This is an optimization exercise on Yosys and OpenROAD, whose aim is small area and few clock cycles, not a production implementation. The RTL was checked by simulation tests, not by an equivalence proof against the original design. Power is estimated from default activity; no workload was simulated.

Setup of run 1:
==> flow/design.v (excerpt) <==
module match_token_emitter (
  input  logic                              clk,
  input  logic                              rst,
  input  logic                              item_valid,
  output logic                              item_ready,
  input  mte_pkg::item_t                    item,
  output logic                              token_valid,
  input  logic                              token_ready,
  output mte_pkg::token_t                   token,
  input  logic                              cfg_valid,
  output logic                              cfg_ready,
  input  logic [mte_pkg::MIN_LEN_BITS-1:0]  cfg_min_match_len
);
For scale: ~3200 cells after synthesis, roughly 370 I/O pins.
clock: 10.0 ns
lec_check: 0
abc_area: 1
cap_margin: 20
core_margin: 2
core_utilization: 65
cts_buf_list: sky130_fd_sc_hd__clkbuf_8 sky130_fd_sc_hd__clkbuf_16
slew_margin: 20
standard.sh (not shown) runs the stock make flow with config.mk's settings and CLKGATE_MAP_FILE= SYNTH_SCRIPT=/design/flow/synth_recipe.tcl, a recipe that flattens the netlist after the stock synthesis.
==> flow/flow/run.sh <==
#!/bin/bash
# The standard layout, with two changes: the input and output port buffers
# are made from the smallest buffer cell (buf_1) instead of the cell
# buffer_ports picks itself, and synthesis leaves the adders to abc instead
# of mapping them onto the library's full- and half-adder cells first
# (ADDER_MAP_FILE empty). Registers come out of synthesis as in the standard
# flow. Each tool's full output goes to the log of its step under orfs/logs/,
# and make's own output to standard.log in this folder.
set -euo pipefail
bash standard.sh "BUFFER_PORTS_ARGS=-buffer_cell sky130_fd_sc_hd__buf_1" "ADDER_MAP_FILE=" finish > standard.log 2>&1
Run 1 has completed all stages; timing, DRC and antenna checks passed.
Testbench counts of run 1, summed over its fixed seeds: cycles 24,000.
Here is what was changed in the inputs of run 2 compared with run 1.
--- a/flow/config.mk
+++ b/flow/config.mk
@@ -11,2 +11,3 @@
-export CORE_UTILIZATION = 65
-export CTS_BUF_LIST = sky130_fd_sc_hd__clkbuf_8 sky130_fd_sc_hd__clkbuf_16
+export CORE_UTILIZATION = 72
+export CTS_BUF_LIST = sky130_fd_sc_hd__clkbuf_8
+export GPL_ROUTABILITY_DRIVEN = 0
### Flow results
- Per the final summary, run 2 finished and its layout is clean on timing, DRC and antenna.
- Run 1 went all the way through the flow, and no timing, DRC or antenna check failed.
- Run 2: logic depth of the worst path, buffers included 6 above run 1
- Total power: run 2 below run 1
- item_ready as the capturing element of the worst setup path was reported by run 1, and token[158] by run 2.
- Sequential share of layout area, run 1 and run 2: higher on run 2
- [compare] base=run 1 new=run 2: logic gate share of total power now larger; fmax comparable.
[inputs] run 3 vs run 2
--- a/flow/config.mk
+++ b/flow/config.mk
@@ -11,3 +11 @@
-export CORE_UTILIZATION = 72
-export CTS_BUF_LIST = sky130_fd_sc_hd__clkbuf_8
-export GPL_ROUTABILITY_DRIVEN = 0
+export CORE_UTILIZATION = 65
Notes after the runs:
Run 3 vs run 2: first-pass GRT wire length up in run 3. Delta (run 3 minus run 2): violation count after the first detailed-route iteration has decreased, internal power contribution rose about 12%, worst hold margin higher, logic gate share of total power shrank by 3.5 points.
What run 4 does differently from run 3 at the input level:
--- a/flow/config.mk
+++ b/flow/config.mk
@@ -11 +11,3 @@
-export CORE_UTILIZATION = 65
+export CORE_UTILIZATION = 72
+export CTS_BUF_LIST = sky130_fd_sc_hd__clkbuf_8
+export PLACE_DENSITY = 0.9
Findings:
Status | run 3 and run 4 | clean
Minimum clock period across run 3 and run 4: no real change.
Changes observed in run 4 relative to run 3: first-iteration DRC count went up about 10%, global-route met3 utilization went up 4.3 points, first-pass iteration count of the detailed router went up 5, length of routed wiring on met1 went down 2000 um, reported leakage power went down about 1.3%.
Status: non-clock buffer share of cell area parity (run 3, run 4)
Modified inputs, run 5 compared to run 4
--- a/flow/config.mk
+++ b/flow/config.mk
@@ -13 +12,0 @@
-export PLACE_DENSITY = 0.9
Run 5 gives more first-iteration DRC count than run 4 did.
Run 5 against run 4: final cell count now sits at about the same level, global router's overall resource usage now sits at about the same level.
Between run 4 and run 5, the total power consumption of the routed design does not differ in any meaningful way.

---

maple:
match_token_emitter, a different RTL version from the one above (not shown whole).
Size: about 140 flip-flops, ~370 I/O pins, roughly 19000 µm² of cells after synthesis.
## match_token_emitter
module match_token_emitter (
  input  logic                              clk,
  input  logic                              rst,
  input  logic                              item_valid,
  output logic                              item_ready,
  input  mte_pkg::item_t                    item,
  output logic                              token_valid,
  input  logic                              token_ready,
  output mte_pkg::token_t                   token,
  input  logic                              cfg_valid,
  output logic                              cfg_ready,
  input  logic [mte_pkg::MIN_LEN_BITS-1:0]  cfg_min_match_len
);
Settings: LEC_CHECK=0, ABC_AREA=1, CAP_MARGIN=20, CORE_MARGIN=2, CORE_UTILIZATION=40, GPL_TIMING_DRIVEN=0, SLEW_MARGIN=20; clock period 10.0 ns.
==> flow/flow/run.sh <==
#!/bin/bash
# The standard layout, with the input and output port buffers made from the
# smallest buffer cell (buf_1) instead of the cell buffer_ports picks itself.
# Each tool's full output goes to the log of its step under orfs/logs/, and
# make's own output to standard.log in this folder.
set -euo pipefail
bash standard.sh "BUFFER_PORTS_ARGS=-buffer_cell sky130_fd_sc_hd__buf_1" finish > standard.log 2>&1
Testbench counts of maple, summed over its fixed seeds: cycles 24,000.
Modified inputs, violet compared to maple
# maple
export LEC_CHECK = 0
export ABC_AREA = 1
export CAP_MARGIN = 20
export CORE_MARGIN = 2
export CORE_UTILIZATION = 40
export GPL_TIMING_DRIVEN = 0
export SLEW_MARGIN = 20
create_clock -name core_clock -period 10.0 [get_ports {clk}]
# violet
export LEC_CHECK = 0
export ABC_AREA = 1
export CAP_MARGIN = 20
export CORE_MARGIN = 2
export CORE_UTILIZATION = 40
export SLEW_MARGIN = 20
create_clock -name core_clock -period 10.0 [get_ports {clk}]
==> flow/run.sh (new file) <==
#!/bin/bash
# synth_recipe.tcl (not shown) runs the flow's synth.tcl, then flattens the netlist and writes it again
# the make line also repeats each setting of config.mk as NAME=value (left out here)
make -C /OpenROAD-flow-scripts/flow DESIGN_CONFIG=/design/flow/config.mk WORK_HOME=/design/flow/orfs CLKGATE_MAP_FILE= SYNTH_SCRIPT=/design/flow/synth_recipe.tcl finish
removed: flow/flow/run.sh
removed: flow/standard.sh
Est. power | violet vs maple | violet higher. Quantity of gates resized following cts for violet: 74 down relative to maple. Relative to maple, the buffers inserted during post-CTS setup optimization of violet is lower by 17. The worst hold slack on violet is in line with that on maple. Layout-stage area growth over the synthesis result came out higher on violet than on maple. Going from maple to violet, first-pass GRT wire length shrinks by about 1.2%.
[inputs] ember vs violet
==> flow/flow/run.sh (new file) <==
#!/bin/bash
# The standard layout, with the input and output port buffers made from the
# smallest buffer cell (buf_1) instead of the cell buffer_ports picks itself.
# Each tool's full output goes to the log of its step under orfs/logs/, and
# make's own output to standard.log in this folder.
set -euo pipefail
bash standard.sh "BUFFER_PORTS_ARGS=-buffer_cell sky130_fd_sc_hd__buf_1" finish > standard.log 2>&1
==> flow/standard.sh (new file) <==
#!/bin/bash
# synth_recipe.tcl (not shown) runs the flow's synth.tcl, then flattens the netlist and writes it again
# the make line also repeats each setting of config.mk as NAME=value (left out here)
make -C /OpenROAD-flow-scripts/flow DESIGN_CONFIG=/design/flow/config.mk WORK_HOME=/design/flow/orfs CLKGATE_MAP_FILE= SYNTH_SCRIPT=/design/flow/synth_recipe.tcl "${@:-finish}"
removed: flow/run.sh
[summary]
Sort violet and ember by total of cells resized after clock tree synthesis, descending, and violet comes first.
In the final reports, the cell area of ember is smaller than that of violet.
Having completed the whole flow, ember delivered a layout that passed the timing, DRC and antenna checks.
ember reports a lower overall power than violet does.
When ember is measured against violet, its first-pass iteration count of the detailed router turns out 1 lower.
Taking violet as the reference, in ember portion of the clock cycle consumed by the worst path in the final layout moved down; routed length on met1 shows a reduction of 1500 µm; weighted congestion reported at the end of routability-driven placement increased by 0.021 relative to the old numbers; first-pass GRT wire length down about 5%.

## re-timing with driven ports
Ports are ideal in the flow. The routed layouts listed here were re-timed in OpenROAD. Step 1 (the two cells are an assumption about what drives the block):
set clk [get_ports {clk}]
set_driving_cell -lib_cell sky130_fd_sc_hd__clkbuf_16 $clk
set_driving_cell -lib_cell sky130_fd_sc_hd__buf_2 [delete_from_list [all_inputs] $clk]
Step 2 times the ports against the registers' clock, not the clock port: input delays grow and output delays shrink by t, the midpoint of the rising clock arrivals with the driver on. a / b / c = ideal ports / drivers / drivers and shift; a / b = the first two.
run | t (ns) | setup WS [ns] | hold WS [ns]
run 1 | 0.494 | 0.515 / 0.491 / 0.293 | 0.486 / 0.486 / 0.486
run 2 | 0.526 | 0.516 / 0.460 / 0.272 | 0.478 / 0.478 / 0.478
run 3 | 0.494 | 0.515 / 0.491 / 0.293 | 0.486 / 0.486 / 0.486
run 4 | 0.520 | 0.513 / 0.478 / 0.289 | 0.477 / 0.477 / 0.477
run 5 | 0.538 | 0.328 / 0.269 / 0.062 | 0.482 / 0.482 / 0.482
maple | 0.542 | 0.283 / 0.261 / 0.261 | 0.470 / 0.470 / 0.470
violet | 0.545 | 0.353 / 0.325 / 0.144 | 0.473 / 0.473 / 0.473
ember | 0.555 | 0.560 / 0.521 / 0.521 | 0.473 / 0.473 / 0.473
After both steps every run listed still meets setup and hold. For run 5, which loses most, drivers alone change the setup slack by -0.059 ns; drivers and shift together by -0.266 ns.
